This is an optimization exercise on Yosys and OpenROAD, whose aim is small area and a short achievable clock period, not a production implementation.
Only simulation tests tie the RTL to the original design; equivalence was not proved.
No activity file was given, so power comes from the tool's default toggle rates.

==> flow/run.sh <==
#!/bin/bash
# synth_recipe.tcl (not shown) runs the flow's synth.tcl, then flattens the netlist and writes it again
# the make line also repeats each setting of config.mk as NAME=value (left out here)
make -C /OpenROAD-flow-scripts/flow DESIGN_CONFIG=/design/flow/config.mk WORK_HOME=/design/flow/orfs CLKGATE_MAP_FILE= SYNTH_SCRIPT=/design/flow/synth_recipe.tcl finish
==> flow/config.mk <==
export PLATFORM = sky130hd
export DESIGN_NAME = xbar_top
export DESIGN_NICKNAME = xbar_top
export VERILOG_FILES = /design/flow/design.v
export SDC_FILE = /design/flow/constraint.sdc
export NUM_CORES = 4
export LEC_CHECK = 0
export CAP_MARGIN = 20
export CORE_MARGIN = 2
export CORE_UTILIZATION = 45
export PLACE_DENSITY = 0.6
export SLEW_MARGIN = 20
==> flow/constraint.sdc <==
create_clock -name core_clock -period 4.0 [get_ports {clk}]
set_input_delay 0.8000 -clock core_clock [delete_from_list [all_inputs] [get_ports {clk}]]
set_output_delay 0.8000 -clock core_clock [all_outputs]
set_load 0.01 [all_outputs]
==> flow/design.v <==
module ingress_queue #(
	parameter int DEPTH  = 8,
	parameter int CTRL_W = 8,
	parameter int DATA_W = 16
) (
	input  logic              clk,
	input  logic              rst,
	input  logic              wr_en,
	input  logic [CTRL_W-1:0] din_ctrl,
	input  logic [DATA_W-1:0] din_data,
	input  logic              rd_en,
	output logic [CTRL_W-1:0] dout_ctrl,
	output logic [DATA_W-1:0] dout_data,
	output logic              empty,
	output logic              full
);
	localparam int AW = $clog2(DEPTH);
	localparam int CW = $clog2(DEPTH + 1);
	logic [CTRL_W-1:0] ctrl_mem [DEPTH];
	logic [DATA_W-1:0] data_mem [DEPTH];
	logic [AW-1:0] wr_ptr;
	logic [AW-1:0] rd_ptr;
	logic [CW-1:0] count;
	logic          push;
	logic          pop;
	assign empty = (count == '0);
	assign full  = (count == CW'(DEPTH));
	assign push = wr_en && !full;
	assign pop  = rd_en && !empty;
	assign dout_ctrl = ctrl_mem[rd_ptr];
	assign dout_data = data_mem[rd_ptr];
	always_ff @(posedge clk) begin
		if (push) begin
			ctrl_mem[wr_ptr] <= din_ctrl;
			data_mem[wr_ptr] <= din_data;
		end
	end
	always_ff @(posedge clk or negedge rst) begin
		if (!rst) begin
			wr_ptr <= '0;
			rd_ptr <= '0;
			count  <= '0;
		end else begin
			if (push) begin
				wr_ptr <= wr_ptr + 1'b1;
			end
			if (pop) begin
				rd_ptr <= rd_ptr + 1'b1;
			end
			case ({push, pop})
				2'b10: count <= count + 1'b1;
				2'b01: count <= count - 1'b1;
				default: count <= count;
			endcase
		end
	end
endmodule
module port_scheduler #(
	parameter int PORTS  = 4,
	parameter int CTRL_W = 8,
	parameter int DEST_W = 2
) (
	input  logic [PORTS*CTRL_W-1:0] head_ctrl,
	input  logic [PORTS-1:0]        empty,
	output logic [PORTS-1:0]        grant_valid,
	output logic [PORTS*DEST_W-1:0] grant_src,
	output logic [PORTS-1:0]        rd_en
);
	logic [PORTS-1:0]  taken;
	logic [DEST_W-1:0] dest [PORTS];
	always_comb begin
		for (int i = 0; i < PORTS; i++) begin
			dest[i] = head_ctrl[i*CTRL_W +: DEST_W];
		end
	end
	always_comb begin
		taken       = '0;
		rd_en       = '0;
		grant_valid = '0;
		grant_src   = '0;
		for (int i = 0; i < PORTS; i++) begin
			if (!empty[i] && !taken[dest[i]]) begin
				taken[dest[i]]                   = 1'b1;
				rd_en[i]                         = 1'b1;
				grant_valid[dest[i]]             = 1'b1;
				grant_src[dest[i]*DEST_W +: DEST_W] = DEST_W'(i);
			end
		end
	end
endmodule
module crossbar_switch #(
	parameter int PORTS  = 4,
	parameter int CTRL_W = 8,
	parameter int DATA_W = 16,
	parameter int DEST_W = 2
) (
	input  logic                    clk,
	input  logic                    rst,
	input  logic [PORTS*CTRL_W-1:0] head_ctrl,
	input  logic [PORTS*DATA_W-1:0] head_data,
	input  logic [PORTS-1:0]        grant_valid,
	input  logic [PORTS*DEST_W-1:0] grant_src,
	output logic [PORTS-1:0]        out_wr,
	output logic [PORTS*CTRL_W-1:0] out_ctrl,
	output logic [PORTS*DATA_W-1:0] out_data
);
	always_ff @(posedge clk or negedge rst) begin
		if (!rst) begin
			out_wr   <= '0;
			out_ctrl <= '0;
			out_data <= '0;
		end else begin
			for (int o = 0; o < PORTS; o++) begin
				out_wr[o] <= grant_valid[o];
				if (grant_valid[o]) begin
					out_ctrl[o*CTRL_W +: CTRL_W] <= head_ctrl[grant_src[o*DEST_W +: DEST_W]*CTRL_W +: CTRL_W];
					out_data[o*DATA_W +: DATA_W] <= head_data[grant_src[o*DEST_W +: DEST_W]*DATA_W +: DATA_W];
				end
			end
		end
	end
endmodule
module xbar_top (
	input  logic                    clk,
	input  logic                    rst,
	input  logic                    in_valid0,
	input  logic [8-1:0] in_ctrl0,
	input  logic [16-1:0] in_data0,
	input  logic                    in_valid1,
	input  logic [8-1:0] in_ctrl1,
	input  logic [16-1:0] in_data1,
	input  logic                    in_valid2,
	input  logic [8-1:0] in_ctrl2,
	input  logic [16-1:0] in_data2,
	input  logic                    in_valid3,
	input  logic [8-1:0] in_ctrl3,
	input  logic [16-1:0] in_data3,
	output logic                    in_full0,
	output logic                    in_full1,
	output logic                    in_full2,
	output logic                    in_full3,
	output logic                    out_wr0,
	output logic [8-1:0] out_ctrl0,
	output logic [16-1:0] out_data0,
	output logic                    out_wr1,
	output logic [8-1:0] out_ctrl1,
	output logic [16-1:0] out_data1,
	output logic                    out_wr2,
	output logic [8-1:0] out_ctrl2,
	output logic [16-1:0] out_data2,
	output logic                    out_wr3,
	output logic [8-1:0] out_ctrl3,
	output logic [16-1:0] out_data3
);
	localparam int P  = 4;
	localparam int CW = 8;
	localparam int DW = 16;
	localparam int SW = 2;
	logic [P-1:0]    in_valid;
	logic [P-1:0]    in_full;
	logic [P*CW-1:0] in_ctrl;
	logic [P*DW-1:0] in_data;
	logic [P*CW-1:0] head_ctrl;
	logic [P*DW-1:0] head_data;
	logic [P-1:0]    head_empty;
	logic [P-1:0]    rd_en;
	logic [P-1:0]    grant_valid;
	logic [P*SW-1:0] grant_src;
	logic [P-1:0]    out_wr;
	logic [P*CW-1:0] out_ctrl;
	logic [P*DW-1:0] out_data;
	assign in_valid = {in_valid3, in_valid2, in_valid1, in_valid0};
	assign in_ctrl  = {in_ctrl3, in_ctrl2, in_ctrl1, in_ctrl0};
	assign in_data  = {in_data3, in_data2, in_data1, in_data0};
	assign {in_full3, in_full2, in_full1, in_full0} = in_full;
	assign {out_wr3, out_wr2, out_wr1, out_wr0}     = out_wr;
	assign {out_ctrl3, out_ctrl2, out_ctrl1, out_ctrl0} = out_ctrl;
	assign {out_data3, out_data2, out_data1, out_data0} = out_data;
	for (genvar i = 0; i < P; i++) begin : g_queue
		ingress_queue u_queue (
			.clk       (clk),
			.rst       (rst),
			.wr_en     (in_valid[i]),
			.din_ctrl  (in_ctrl[i*CW +: CW]),
			.din_data  (in_data[i*DW +: DW]),
			.rd_en     (rd_en[i]),
			.dout_ctrl (head_ctrl[i*CW +: CW]),
			.dout_data (head_data[i*DW +: DW]),
			.empty     (head_empty[i]),
			.full      (in_full[i])
		);
	end
	port_scheduler u_sched (
		.head_ctrl   (head_ctrl),
		.empty       (head_empty),
		.grant_valid (grant_valid),
		.grant_src   (grant_src),
		.rd_en       (rd_en)
	);
	crossbar_switch u_switch (
		.clk         (clk),
		.rst         (rst),
		.head_ctrl   (head_ctrl),
		.head_data   (head_data),
		.grant_valid (grant_valid),
		.grant_src   (grant_src),
		.out_wr      (out_wr),
		.out_ctrl    (out_ctrl),
		.out_data    (out_data)
	);
endmodule
==> results_dict.tcl <==
set metrics [dict create \
    drive_above_1_share_pct 23.93 \
    setup_viol_count_final 0 \
    hold_buffers 0 \
    cpLargestDelayFamily "multiplexers" \
    synth_warnings 4 \
    drt_pass1_iterations 5 \
    arrival_ns 4.34 \
    initial_core_util_pct 45.39 \
    crit_path_end_kind "register" \
    r2r.worst_path.cells 16 \
    drtIter0Drc 2060 \
    r2r_setup_slack_ns 0.19 \
    crit_type "reg -> reg" \
    placedInstanceArea_um2 41310 \
    cp_common_cell "nor3_1" \
    vias 21160 \
    timing.final.crit_share_pct 95.31 \
    fin_tns_setup_ns 0 \
    final_common_cell "edfxtp_1" \
    layout.nets 2504 \
    min_path_type "in -> async" \
    post_cts_buffers 0 \
    power_leakage_nw 15.07 \
    rsz0062_at_grt "false" \
    slowest_stage "mux4_2" \
    rows 105 \
    place_congestion 0.9353 \
    clk_pin_slew_ns 0.06 \
    crit_buf_inv 3 \
    placed_cells 3351 \
    reg2reg_from "g_queue[1].u_queue.rd_ptr[0]" \
    ioPinCount 206 \
    final_util_pct 54.15 \
    cts_made_buffers 95 \
    r2r_end "g_queue[2].u_queue.count[3]" \
    clock_latency_ns 0.66 \
    syn_nets 2181 \
    coreArea_um2 81850 \
    htreeDepth 3 \
    ctsResizeCount 0 \
    skew_ns 0.02471 \
    area_delta_synth_final_pct 19.30 \
    routed_wl_um 101500 \
    critPathLaunchType "register" \
    post-route-min-period_ns 3.812 \
    cts.sinks 908 \
    io_buffer_count 205 \
    synth-edff-count 768 \
    vias_per_cell 6.001 \
    status "complete, no violations" \
    drv_slew 0 \
    synth_area_um2 37150 \
    crit_chain "mux2i_1 -> mux4_2 -> nor3_1 -> buf_4 -> nor3_1 -> o21a_1 -> nor3_1 -> buf_4 -> inv_1 -> ha_1 -> ha_1 -> a21o_1 -> a21oi_1 -> xnor2_1 -> nor2_1 -> xor2_1" \
    design_area_um2 44320 \
    cts_tree "done" \
    cp_max_fo 9 \
    synthArstFlopShare_pct 15.42 \
    grt-ovfl-total 0 \
    seq_area_frac_synth_pct 71.51 \
    tightest_slew_ns 1.128 \
    max_stage_delay_ns 0.61 \
    grt_usage_pct 24.12 \
    syn_area_per_cell_um2 18.08 \
    drc_errors 0 \
    powerDensity_nw_per_um2 959.7 \
    cp_data_required_time_ns 4.53 \
    antenna_left 0 \
    die-area_um2 84860 \
    wl_per_cell_um 28.79 \
    fp.dieH_um 291.3 \
    die_w_um 291.3 \
    final_cell_mix "768 x edfxtp_1, 204 x clkdlybuf4s50_1, 187 x mux4_2" \
    instances_no_fill 3526 \
    hpwl_um 67860 \
    whs_ns 0.1369 \
    fmax_mhz 262.3 \
    cts.path.max_buffers 3 \
    maxCapViolCount 0 \
    grt_first_pass_wirelength_um 149000 \
    slew-limit-headroom_pct 24.83 \
    antenna_found_initial 7 \
    cts-root-buf "clkbuf_16" \
    synthFlopType "edfxtp_1" \
    synth_cells 2055 \
    grt_max_degree 68 \
    hold_viol 0 \
    synth.distinct_cells 68 \
    grt_pass1_vias 21490 \
    ys_ff_latch 908 \
    vdd_drop_max_uv 889.4 \
]
==> kinds of logic (layout without fill, tap and decap cells) <==
logic type | after synthesis | count (layout) | share of synthesized area, %
adders and majority gates | 24 | 24 | 0.8892
DFF | 908 | 908 | 71.51
buffers and inverters | 144 | 542 | 1.563
other | 0 | 3 | 0
xor gates and xnor gates | 33 | 33 | 0.7780
and+or+nand+nor | 340 | 340 | 4.271
AOI/OAI and AO/OA | 271 | 271 | 5.319
muxes | 335 | 335 | 15.67
==> cell usage after synthesis (all sizes together) (12+ instances only) <==
cell / n / area share [%]
a21oi: 38 / 0.51
a221o: 33 / 0.89
and3: 12 / 0.20
buf: 45 / 0.56
clkbuf: 71 / 0.72
dfrtp: 140 / 9.4
edfxtp: 768 / 62
ha: 20 / 0.67
inv: 26 / 0.26
mux2: 91 / 2.8
mux2i: 57 / 1.6
mux4: 187 / 11
nand2: 105 / 1.1
nand2b: 16 / 0.27
nand3: 38 / 0.51
nor2: 98 / 1.0
nor3: 29 / 0.40
o211ai: 34 / 0.69
o21ai: 38 / 0.51
o22ai: 33 / 0.56
xnor2: 23 / 0.54
==> through the flow <==
stage	power (W)	setup WS [ns]
2_1_floorplan	0.02563	0.04982
3_3_place_gp	0.03361	0.2904
3_5_place_dp	0.03389	0.2635
4_1_cts	0.04252	0.2437
5_1_grt	0.04448	0.04864
6_report	0.04253	0.1877
==> report_power, final <==
group | internal (W) | leakage, nW | switching, W
Combinational | 0.00848 | 5.01 | 0.0119
Sequential | 0.0124 | 8.62 | 0.00124
Clock | 0.00495 | 1.44 | 0.00357
==> how the worst max path moves through the flow <==
| stage | start | endpoint | slack [ns] | cells after the start |
|---|---|---|---|---|
| after global routing | g_queue[3].u_queue.rd_ptr[1] | g_queue[3].u_queue.count[3] | 0.05 | 14 |
| final | g_queue[1].u_queue.rd_ptr[0] | g_queue[2].u_queue.count[3] | 0.19 | 16 |
| after floorplan | in_valid1 | g_queue[1].u_queue.ctrl_mem[0][0] | 0.05 | 3 |
| after CTS | g_queue[2].u_queue.rd_ptr[0] | g_queue[3].u_queue.count[3] | 0.24 | 14 |
| after detailed placement | g_queue[2].u_queue.rd_ptr[0] | g_queue[3].u_queue.count[3] | 0.26 | 14 |
| after global placement | g_queue[3].u_queue.rd_ptr[1] | g_queue[3].u_queue.count[3] | 0.29 | 14 |
==> metal layers <==
layer | track usage [%] | share of wire [%] | vias up
li1 | - | - | 9004
met1 | 33.00 | 41 | 11040
met2 | 37.74 | 47 | 931
met3 | 6.398 | 8.9 | 171
met4 | 7.987 | 2.9 | 14
met5 | 0 | 0.088 | -
==> registers in the layout (all words and copies together), names as in the netlist <==
register                  flops
g_queue.u_queue.data_mem    512
g_queue.u_queue.rd_ptr       12
g_queue.u_queue.count        16
u_switch.out_ctrl            32
u_switch.out_wr               4
g_queue.u_queue.wr_ptr       12
g_queue.u_queue.ctrl_mem    256
u_switch.out_data            64
==> area by class of cell <==
cell class	count	area, um^2
diodes	3	7.507
clock buffers	128	2574
clock inverters	44	410.4
fillers	6373	37530
inverters	28	105.1
multi-input cells	1003	10140
flip-flops and latches	908	26580
well taps	1070	1339
repair buffers	342	3157

what the ideal ports hide:
No port has a modelled driver above. Below, the same layout with a new extraction and two added sets of constraints. Step 1, drivers: a clkbuf_16 drives clk and a buf_2 each remaining input, both assumed. Step 2 times the ports against the registers' clock, not the clock port: input delays grow and output delays shrink by t, the midpoint of the rising clock arrivals with the driver on. a / b / c = ideal ports / drivers / drivers and shift; a / b = the first two.
t (ns): 0.710
setup WS [ns]: 0.188 / 0.188 / 0.188
hold slack, ns: 0.137 / 0.115 / 0.500
worst setup path after step 2: register to register
clock arrival spread, ns: 0.025 / 0.025
After both steps this run still meets setup and hold. The setup slack of this run moves by 0.000 ns with the drivers and by 0.000 ns with both steps.
